Context: an optimization exercise on an open-source flow, tuned for small area. The choices shown serve that exercise and are no tape-out recipe.
In this exercise RTL edits were held to simulation tests only and were not proved equivalent to the original.

==> ember <==
==> flow/design.v <==
`timescale 1ns/1ps
module fft_input_buffer (
   input  logic                clk,
   input  logic                rst_n,
   input  logic [15:0]         in_x,
   input  logic                in_nd,
   input  logic                load_go,     
   input  logic                loading,     
   input  logic [3:0]          ld_idx,      
   input  logic                ovf_ring,    
   output logic [15:0]         rd_data,     
   output logic                full,        
   output logic                overflow
);
   logic [15:0]         mem [16];
   logic [3:0]          wr_cnt;
   logic                wr_par;
   logic                rd_par;
   logic [3:0]          wr_addr;
   logic [3:0]          rd_addr;
   assign wr_addr = wr_par ? {wr_cnt[0], wr_cnt[1], wr_cnt[2], wr_cnt[3]} : wr_cnt;
   assign rd_addr = rd_par ? ld_idx : {ld_idx[0], ld_idx[1], ld_idx[2], ld_idx[3]};
   assign rd_data = mem[rd_addr];
   always_ff @(posedge clk) begin
      if (in_nd)
      begin
         mem[wr_addr] <= in_x;
      end
   end
   always_ff @(posedge clk or negedge rst_n) begin
      if (!rst_n)
      begin
         wr_cnt   <= '0;
         wr_par   <= 1'b0;
         rd_par   <= 1'b0;
         full     <= 1'b0;
         overflow <= 1'b0;
      end
      else
      begin
         if (in_nd)
         begin
            wr_cnt <= wr_cnt + 4'd1;
            if (ovf_ring | (full & ~load_go))
            begin
               overflow <= 1'b1;
            end
         end
         if (load_go)
         begin
            full <= 1'b0;
         end
         if (in_nd & (&wr_cnt))
         begin
            full   <= 1'b1;
            wr_par <= ~wr_par;
         end
         if (loading & (&ld_idx))
         begin
            rd_par <= ~rd_par;
         end
      end
   end
endmodule
`timescale 1ns/1ps
module fft_stage_control (
   input  logic                clk,
   input  logic                rst_n,
   input  logic                full,        
   output logic                load_go,
   output logic                loading,
   output logic [3:0]          ld_idx,
   output logic [1:0]          stage,
   output logic                wb,
   output logic                use_acc,
   output logic                w4_sel,
   output logic [3:0]          mstep_eff,
   output logic [2:0]          n_eff,
   output logic                out_start
);
   localparam logic [1:0] ST_IDLE = 2'd0;
   localparam logic [1:0] ST_LOAD = 2'd1;
   localparam logic [1:0] ST_COMP = 2'd2;
   logic [1:0]          st;
   logic [3:0]          phase;
   logic [2:0]          rot;
   logic [3:0]          mstep;
   logic [2:0]          nreg;
   logic                comp;
   logic                w4;
   logic                triv;
   logic                cap;
   logic                wbn;
   logic [3:0]          cap_ph;
   logic [3:0]          wb_ph;
   logic                cap_ok;
   logic [2:0]          last_rot;
   logic [2:0]          n_cap;
   assign comp    = (st == ST_COMP);
   assign load_go = full & (st == ST_IDLE);
   assign loading = load_go | (st == ST_LOAD);
   assign ld_idx  = (st == ST_LOAD) ? phase : 4'd0;
   function automatic logic [3:0] cap_phase(input logic s3, input logic [2:0] r);
      if (!s3)
      begin
         case (r[1:0])
            2'd0:    cap_phase = 4'd1;
            2'd1:    cap_phase = 4'd3;
            2'd2:    cap_phase = 4'd9;
            default: cap_phase = 4'd11;
         endcase
      end
      else
      begin
         case (r)
            3'd0:    cap_phase = 4'd1;
            3'd1:    cap_phase = 4'd2;
            3'd2:    cap_phase = 4'd3;
            3'd3:    cap_phase = 4'd5;
            3'd4:    cap_phase = 4'd6;
            default: cap_phase = 4'd7;
         endcase
      end
   endfunction
   assign cap_ph   = cap_phase(stage[0], rot);
   assign wb_ph    = cap_phase(stage[0], rot - 3'd1);
   assign last_rot = stage[1] ? (stage[0] ? 3'd6 : 3'd4) : 3'd0;
   assign cap_ok   = stage[1] & (rot != last_rot);
   assign cap      = comp & cap_ok & (phase == cap_ph);
   assign wbn      = comp & stage[1] & (rot != 3'd0) & (phase == wb_ph);
   assign n_cap    = stage[0] ? phase[2:0] : {phase[1:0], 1'b0};
   always_comb begin
      case (stage)
         2'd0:
         begin
            triv = ~phase[0];
            w4   = 1'b0;
         end
         2'd1:
         begin
            triv = ~phase[1];
            w4   = phase[0];
         end
         2'd2:
         begin
            triv = ~phase[2] & ~phase[0];
            w4   = phase[1];
         end
         default:
         begin
            triv = ~phase[3] & ~phase[1] & ~phase[0];
            w4   = phase[2];
         end
      endcase
   end
   assign wb        = comp & (((rot == 3'd0) & triv) | wbn);
   assign use_acc   = wbn;
   assign w4_sel    = w4 & ~wbn;
   assign mstep_eff = cap ? 4'd0 : mstep;
   assign n_eff     = cap ? n_cap : nreg;
   assign out_start = comp & (&phase) & (&stage) & (rot == last_rot);
   always_ff @(posedge clk or negedge rst_n) begin
      if (!rst_n)
      begin
         st    <= ST_IDLE;
         phase <= '0;
         stage <= '0;
         rot   <= '0;
         mstep <= '0;
         nreg  <= '0;
      end
      else
      begin
         phase <= phase + 4'd1;
         case (st)
            ST_IDLE:
            begin
               if (load_go)
               begin
                  st    <= ST_LOAD;
                  phase <= 4'd1;
               end
            end
            ST_LOAD:
            begin
               if (&phase)
               begin
                  st    <= ST_COMP;
                  stage <= 2'd0;
                  rot   <= 3'd0;
               end
            end
            default:
            begin
               if (&phase)
               begin
                  if (rot == last_rot)
                  begin
                     rot   <= 3'd0;
                     stage <= stage + 2'd1;
                     if (&stage)
                     begin
                        st <= ST_IDLE;
                     end
                  end
                  else
                  begin
                     rot <= rot + 3'd1;
                  end
               end
            end
         endcase
         mstep <= cap ? 4'd1 : mstep + 4'd1;
         if (cap)
         begin
            nreg <= n_cap;
         end
      end
   end
endmodule
`timescale 1ns/1ps
module twiddle_rom (
   input  logic [2:0]          n,
   input  logic                odd,
   input  logic                k7,
   output logic [8:0]          c_re,
   output logic [8:0]          c_im
);
   always_comb begin
      case ({n, k7, odd})
         5'b00100: begin c_re = 9'h03b; c_im = 9'h1e8; end
         5'b00101: begin c_re = 9'h018; c_im = 9'h03b; end
         5'b00110: begin c_re = 9'h189; c_im = 9'h02f; end
         5'b00111: begin c_re = 9'h1cf; c_im = 9'h189; end
         5'b01000: begin c_re = 9'h02d; c_im = 9'h1d3; end
         5'b01001: begin c_re = 9'h02d; c_im = 9'h02d; end
         5'b01010: begin c_re = 9'h1a5; c_im = 9'h059; end
         5'b01011: begin c_re = 9'h1a5; c_im = 9'h1a5; end
         5'b01100: begin c_re = 9'h018; c_im = 9'h1c5; end
         5'b01101: begin c_re = 9'h03b; c_im = 9'h018; end
         5'b01110: begin c_re = 9'h1cf; c_im = 9'h075; end
         5'b01111: begin c_re = 9'h189; c_im = 9'h1cf; end
         5'b10100: begin c_re = 9'h1e8; c_im = 9'h1c5; end
         5'b10101: begin c_re = 9'h03b; c_im = 9'h1e8; end
         5'b10110: begin c_re = 9'h02f; c_im = 9'h075; end
         5'b10111: begin c_re = 9'h189; c_im = 9'h02f; end
         5'b11000: begin c_re = 9'h1d3; c_im = 9'h1d3; end
         5'b11001: begin c_re = 9'h02d; c_im = 9'h1d3; end
         5'b11010: begin c_re = 9'h059; c_im = 9'h059; end
         5'b11011: begin c_re = 9'h1a5; c_im = 9'h059; end
         5'b11100: begin c_re = 9'h1c5; c_im = 9'h1e8; end
         5'b11101: begin c_re = 9'h018; c_im = 9'h1c5; end
         5'b11110: begin c_re = 9'h075; c_im = 9'h02f; end
         5'b11111: begin c_re = 9'h1cf; c_im = 9'h075; end
         default: begin c_re = 9'h000; c_im = 9'h000; end
      endcase
   end
endmodule
`timescale 1ns/1ps
module butterfly (
   input  logic                clk,
   input  logic [15:0]         a,
   input  logic [15:0]         b,
   input  logic                use_acc,     
   input  logic                w4,          
   input  logic [3:0]          mstep,       
   input  logic [2:0]          n,           
   input  logic                b_bit,       
   output logic [15:0]         sum,
   output logic [15:0]         dif
);
   logic [8:0]          c_re;
   logic [8:0]          c_im;
   logic                k7;
   logic [8:0]          acc_re;
   logic [8:0]          acc_im;
   logic [8:0]          acc_re_in;
   logic [8:0]          acc_im_in;
   logic [8:0]          nx_re;
   logic [8:0]          nx_im;
   assign k7    = &mstep[3:1];
   twiddle_rom u_tw (
      .n(n), .odd(mstep[0]), .k7(k7), .c_re(c_re), .c_im(c_im)
   );
   assign acc_re_in = (mstep == 4'd0) ? 9'd0 : acc_re;
   assign acc_im_in = (mstep == 4'd0) ? 9'd0 : acc_im;
   rca #(.W(9)) u_acc_re (
      .a(acc_re_in), .b(c_re & {9{b_bit}}), .ci(b_bit & k7), .s(nx_re));
   rca #(.W(9)) u_acc_im (
      .a(acc_im_in), .b(c_im & {9{b_bit}}), .ci(b_bit & k7), .s(nx_im));
   always_ff @(posedge clk) begin
      if (mstep[0] & ~mstep[3] | mstep[0] & ~mstep[2])
      begin
         acc_re <= {nx_re[8], nx_re[8:1]};
         acc_im <= {nx_im[8], nx_im[8:1]};
      end
      else
      begin
         acc_re <= nx_re;
         acc_im <= nx_im;
      end
   end
   logic signed [7:0]   a_re;
   logic signed [7:0]   a_im;
   logic signed [7:0]   b_re;
   logic signed [7:0]   b_im;
   logic signed [8:0]   q_re;
   logic signed [8:0]   q_im;
   logic [8:0]          s_re;
   logic [8:0]          s_im;
   logic [8:0]          d_re;
   logic [8:0]          d_im;
   assign a_re = a[7:0];
   assign a_im = a[15:8];
   assign b_re = b[7:0];
   assign b_im = b[15:8];
   always_comb begin
      if (use_acc)
      begin
         q_re = acc_re;
         q_im = acc_im;
      end
      else if (w4)
      begin
         q_re = 9'(b_im);
         q_im = 9'(b_re);
      end
      else
      begin
         q_re = 9'(b_re);
         q_im = 9'(b_im);
      end
   end
   logic [8:0]          qx_im;
   assign qx_im = q_im ^ {9{w4}};
   rca #(.W(9)) u_s_re (.a({a_re[7], a_re}), .b(q_re), .ci(1'b0), .s(s_re));
   rca #(.W(9)) u_d_re (.a({a_re[7], a_re}), .b(~q_re), .ci(1'b1), .s(d_re));
   rca #(.W(9)) u_s_im (.a({a_im[7], a_im}), .b(qx_im), .ci(w4), .s(s_im));
   rca #(.W(9)) u_d_im (.a({a_im[7], a_im}), .b(~qx_im), .ci(~w4), .s(d_im));
   assign sum = {s_im[8:1], s_re[8:1]};
   assign dif = {d_im[8:1], d_re[8:1]};
endmodule
module rca #(
   parameter int W = 8
) (
   input  logic [W-1:0]        a,
   input  logic [W-1:0]        b,
   input  logic                ci,
   output logic [W-1:0]        s
);
   logic [W:0]          c;
   assign c[0] = ci;
   for (genvar i = 0; i < W; i++)
   begin : g_bit
      assign s[i]   = a[i] ^ b[i] ^ c[i];
      assign c[i+1] = (a[i] & b[i]) | (a[i] & c[i]) | (b[i] & c[i]);
   end
endmodule
`timescale 1ns/1ps
module fft_work_memory (
   input  logic                clk,
   input  logic [1:0]          stage,       
   input  logic                ld_we,       
   input  logic [15:0]         ld_data,
   input  logic                wb,          
   input  logic [15:0]         sum,
   input  logic [15:0]         dif,
   input  logic [3:0]          mstep,       
   output logic [15:0]         a,           
   output logic [15:0]         b,           
   output logic                b_bit        
);
   logic [15:0]         R [16];
   assign a = R[0];
   always_comb begin
      case (stage)
         2'd0:    b = R[1];
         2'd1:    b = R[2];
         2'd2:    b = R[4];
         default: b = R[8];
      endcase
   end
   logic [15:0]         diag4;
   logic [15:0]         diag8;
   for (genvar j = 0; j < 16; j++)
   begin : g_diag
      assign diag4[j] = R[(20 - j) % 16][(j % 2) * 8 + j / 2];
      assign diag8[j] = R[(24 - j) % 16][(j % 2) * 8 + j / 2];
   end
   assign b_bit = stage[0] ? diag8[mstep] : diag4[mstep];
   always_ff @(posedge clk) begin
      for (int q = 0; q < 15; q++)
      begin
         R[q] <= R[q + 1];
      end
      R[15] <= R[0];
      if (ld_we)
      begin
         R[15] <= ld_data;
      end
      if (wb)
      begin
         R[15] <= sum;
         case (stage)
            2'd0:    R[0] <= dif;
            2'd1:    R[1] <= dif;
            2'd2:    R[3] <= dif;
            default: R[7] <= dif;
         endcase
      end
   end
endmodule
`timescale 1ns/1ps
module fft_output_buffer (
   input  logic                clk,
   input  logic                rst_n,
   input  logic                out_start,
   input  logic [15:0]         ring_word,
   input  logic                in_nd,
   input  logic                loading,
   output logic [15:0]         out_x,
   output logic                out_nd,
   output logic                ovf_ring
);
   logic [3:0]          ocnt;
   assign out_x = ring_word;
   assign ovf_ring = in_nd & out_nd & loading & ~(&ocnt);
   always_ff @(posedge clk or negedge rst_n) begin
      if (!rst_n)
      begin
         out_nd <= 1'b0;
         ocnt   <= '0;
      end
      else
      begin
         if (out_start)
         begin
            out_nd <= 1'b1;
            ocnt   <= '0;
         end
         else if (out_nd)
         begin
            ocnt <= ocnt + 4'd1;
            if (&ocnt)
            begin
               out_nd <= 1'b0;
            end
         end
      end
   end
endmodule
`timescale 1ns/1ps
module fft_dit_top (
   input  logic        clk,
   input  logic        rst_n,
   input  logic [15:0] in_x,
   input  logic        in_nd,
   output logic [15:0] out_x,
   output logic        out_nd,
   output logic        overflow
);
   logic                full;
   logic                load_go;
   logic                loading;
   logic [3:0]          ld_idx;
   logic [15:0]         ld_data;
   logic                ovf_ring;
   logic [1:0]          stage;
   logic                wb;
   logic                use_acc;
   logic                w4;
   logic [3:0]          mstep;
   logic [2:0]          n;
   logic                out_start;
   logic [15:0]         a;
   logic [15:0]         b;
   logic                b_bit;
   logic [15:0]         sum;
   logic [15:0]         dif;
   fft_input_buffer u_input (
      .clk(clk), .rst_n(rst_n), .in_x(in_x), .in_nd(in_nd),
      .load_go(load_go), .loading(loading), .ld_idx(ld_idx), .ovf_ring(ovf_ring),
      .rd_data(ld_data), .full(full), .overflow(overflow)
   );
   fft_stage_control u_ctrl (
      .clk(clk), .rst_n(rst_n), .full(full), .load_go(load_go),
      .loading(loading), .ld_idx(ld_idx), .stage(stage), .wb(wb),
      .use_acc(use_acc), .w4_sel(w4), .mstep_eff(mstep),
      .n_eff(n), .out_start(out_start)
   );
   fft_work_memory u_work (
      .clk(clk), .stage(stage), .ld_we(loading), .ld_data(ld_data),
      .wb(wb), .sum(sum), .dif(dif), .mstep(mstep), .a(a), .b(b),
      .b_bit(b_bit)
   );
   butterfly u_bf (
      .clk(clk), .a(a), .b(b), .use_acc(use_acc), .w4(w4),
      .mstep(mstep), .n(n), .b_bit(b_bit),
      .sum(sum), .dif(dif)
   );
   fft_output_buffer u_output (
      .clk(clk), .rst_n(rst_n), .out_start(out_start), .ring_word(a),
      .in_nd(in_nd), .loading(loading), .out_x(out_x), .out_nd(out_nd),
      .ovf_ring(ovf_ring)
   );
endmodule
==> flow/run.sh <==
#!/bin/bash
# synth_recipe.tcl (not shown) runs the flow's synth.tcl, then flattens the netlist and writes it again
# the make line also repeats each setting of config.mk as NAME=value (left out here)
make -C /OpenROAD-flow-scripts/flow DESIGN_CONFIG=/design/flow/config.mk WORK_HOME=/design/flow/orfs CLKGATE_MAP_FILE= SYNTH_SCRIPT=/design/flow/synth_recipe.tcl finish
==> flow/config.mk <==
export PLATFORM = sky130hd
export DESIGN_NAME = fft_dit_top
export DESIGN_NICKNAME = fft_dit_top
export VERILOG_FILES = /design/flow/design.v
export SDC_FILE = /design/flow/constraint.sdc
export NUM_CORES = 4
export LEC_CHECK = 0
export CAP_MARGIN = 20
export CORE_MARGIN = 2
export CORE_UTILIZATION = 40
export SLEW_MARGIN = 20
==> flow/constraint.sdc <==
create_clock -name core_clock -period 10.0 [get_ports {clk}]
set_input_delay 2.0000 -clock core_clock [delete_from_list [all_inputs] [get_ports {clk}]]
set_output_delay 2.0000 -clock core_clock [all_outputs]
set_load 0.01 [all_outputs]
==> inputs of onyx, as changes to ember <==
==> flow/design.v, changed modules only <==
module fft_stage_control (
   input  logic                clk,
   input  logic                rst_n,
   input  logic                full,        
   output logic                load_go,
   output logic                loading,
   output logic [3:0]          ld_idx,
   output logic [1:0]          stage,
   output logic                wb,
   output logic                use_acc,
   output logic                w4_sel,
   output logic [3:0]          mstep_eff,
   output logic [2:0]          n_eff,
   output logic                out_start
);
   localparam logic [1:0] ST_IDLE = 2'd0;
   localparam logic [1:0] ST_LOAD = 2'd1;
   localparam logic [1:0] ST_COMP = 2'd2;
   logic [1:0]          st;
   logic [3:0]          phase;
   logic [2:0]          rot;
   logic [3:0]          mstep;
   logic [2:0]          nreg;
   logic                comp;
   logic                w4;
   logic                triv;
   logic                cap;
   logic                wbn;
   logic [3:0]          cap_ph;
   logic [3:0]          wb_ph;
   logic                cap_ok;
   logic [2:0]          last_rot;
   logic [2:0]          n_cap;
   assign comp    = (st == ST_COMP);
   assign load_go = full & (st == ST_IDLE);
   assign loading = load_go | (st == ST_LOAD);
   assign ld_idx  = (st == ST_LOAD) ? phase : 4'd0;
   function automatic logic [3:0] cap_phase(input logic s3, input logic [2:0] r);
      if (!s3)
      begin
         case (r[1:0])
            2'd0:    cap_phase = 4'd1;
            2'd1:    cap_phase = 4'd3;
            2'd2:    cap_phase = 4'd9;
            default: cap_phase = 4'd11;
         endcase
      end
      else
      begin
         case (r)
            3'd0:    cap_phase = 4'd1;
            3'd1:    cap_phase = 4'd2;
            3'd2:    cap_phase = 4'd3;
            3'd3:    cap_phase = 4'd5;
            3'd4:    cap_phase = 4'd6;
            default: cap_phase = 4'd7;
         endcase
      end
   endfunction
   assign cap_ph   = cap_phase(stage[0], rot);
   assign wb_ph    = cap_phase(stage[0], rot - 3'd1);
   assign last_rot = stage[1] ? (stage[0] ? 3'd6 : 3'd4) : 3'd0;
   assign cap_ok   = stage[1] & (rot != last_rot);
   assign cap      = comp & cap_ok & (phase == cap_ph);
   assign wbn      = comp & stage[1] & (rot != 3'd0) & (phase == wb_ph);
   assign n_cap    = stage[0] ? phase[2:0] : {phase[1:0], 1'b0};
   always_comb begin
      case (stage)
         2'd0:
         begin
            triv = ~phase[0];
            w4   = 1'b0;
         end
         2'd1:
         begin
            triv = ~phase[1];
            w4   = phase[0];
         end
         2'd2:
         begin
            triv = ~phase[2] & ~phase[0];
            w4   = phase[1];
         end
         default:
         begin
            triv = ~phase[3] & ~phase[1] & ~phase[0];
            w4   = phase[2];
         end
      endcase
   end
   assign wb        = comp & (((rot == 3'd0) & triv) | wbn);
   assign use_acc   = wbn;
   assign w4_sel    = w4 & ~wbn;
   assign mstep_eff = cap ? 4'd0 : mstep;
   assign n_eff     = cap ? n_cap : nreg;
   assign out_start = comp & (&phase) & (&stage) & (rot == last_rot);
   always_ff @(posedge clk or negedge rst_n) begin
      if (!rst_n)
      begin
         st <= ST_IDLE;
      end
      else
      begin
         case (st)
            ST_IDLE:
            begin
               if (load_go)
               begin
                  st <= ST_LOAD;
               end
            end
            ST_LOAD:
            begin
               if (&phase)
               begin
                  st <= ST_COMP;
               end
            end
            default:
            begin
               if ((&phase) & (&stage) & (rot == last_rot))
               begin
                  st <= ST_IDLE;
               end
            end
         endcase
      end
   end
   always_ff @(posedge clk) begin
      phase <= load_go ? 4'd1 : phase + 4'd1;
      if ((st == ST_LOAD) & (&phase))
      begin
         stage <= 2'd0;
         rot   <= 3'd0;
      end
      else if (comp & (&phase))
      begin
         if (rot == last_rot)
         begin
            rot   <= 3'd0;
            stage <= stage + 2'd1;
         end
         else
         begin
            rot <= rot + 3'd1;
         end
      end
      mstep <= cap ? 4'd1 : mstep + 4'd1;
      if (cap)
      begin
         nreg <= n_cap;
      end
   end
endmodule
module fft_output_buffer (
   input  logic                clk,
   input  logic                rst_n,
   input  logic                out_start,
   input  logic [15:0]         ring_word,
   input  logic                in_nd,
   input  logic                loading,
   output logic [15:0]         out_x,
   output logic                out_nd,
   output logic                ovf_ring
);
   logic [3:0]          ocnt;
   assign out_x = ring_word;
   assign ovf_ring = in_nd & out_nd & loading & ~(&ocnt);
   always_ff @(posedge clk or negedge rst_n) begin
      if (!rst_n)
      begin
         out_nd <= 1'b0;
      end
      else if (out_start)
      begin
         out_nd <= 1'b1;
      end
      else if (&ocnt)
      begin
         out_nd <= 1'b0;
      end
   end
   always_ff @(posedge clk) begin
      ocnt <= out_start ? 4'd0 : ocnt + 4'd1;
   end
endmodule
--- a/flow/config.mk
+++ b/flow/config.mk
@@ -9,3 +9,6 @@
 export CORE_MARGIN = 2
 export CORE_UTILIZATION = 40
+export CTS_BUF_LIST = sky130_fd_sc_hd__clkbuf_16
+export CTS_CLUSTER_DIAMETER = 60
+export CTS_CLUSTER_SIZE = 30
 export SLEW_MARGIN = 20
==> results_dict.tcl <==
set metrics [dict create \
    fin_cells 2418 \
    die_w_um 238 \
    status "timing/DRC/antenna clean" \
    hpwl_mm 30.1 \
    multiInputGateArea_um2 7520 \
    final_util_pct 45.2 \
    vias 12900 \
    layout_common_cells "294 x dfxtp_1, 256 x edfxtp_1, 205 x nand2_1, 86 x mux2_2, 76 x nor2_1" \
]
(the above is from onyx)
==> results_dict.tcl <==
set metrics [dict create \
    multiInputGateArea_um2 7630 \
    layout_common_cells "274 x dfxtp_1, 256 x edfxtp_1, 235 x nand2_1, 101 x a211oi_1, 81 x and3_1" \
    hpwl_mm 32.0 \
    cts_resized 0 \
    vias 13800 \
    status "timing/DRC/antenna clean" \
    fin_cells 2547 \
    final_util_pct 45.5 \
    die_w_um 240 \
]
(the above is from ember)

==> separate check: timing with driven ports <==
Ports are ideal in the flow. The routed layouts listed here were re-timed in OpenROAD.
Step 1: set_driving_cell puts a clkbuf_16 on clk and a buf_2 on each other input, an assumption about the parent block.
Step 2 times the ports against the registers' clock, not the clock port: input delays grow and output delays shrink by t, the midpoint of the rising clock arrivals with the driver on.
Three values: ideal, step 1, step 2; two values: the first two.
| run | t (ns) | setup WS [ns] | worst setup path at the end | pins driven straight from the clock port |
|---|---|---|---|---|
| ember | 0.647 | 2.198 / 2.198 / 2.198 | register to register | 1 |
| onyx | 0.629 | 1.680 / 1.680 / 1.680 | register to register | 1 |
After both steps setup and hold are still met in every run listed.
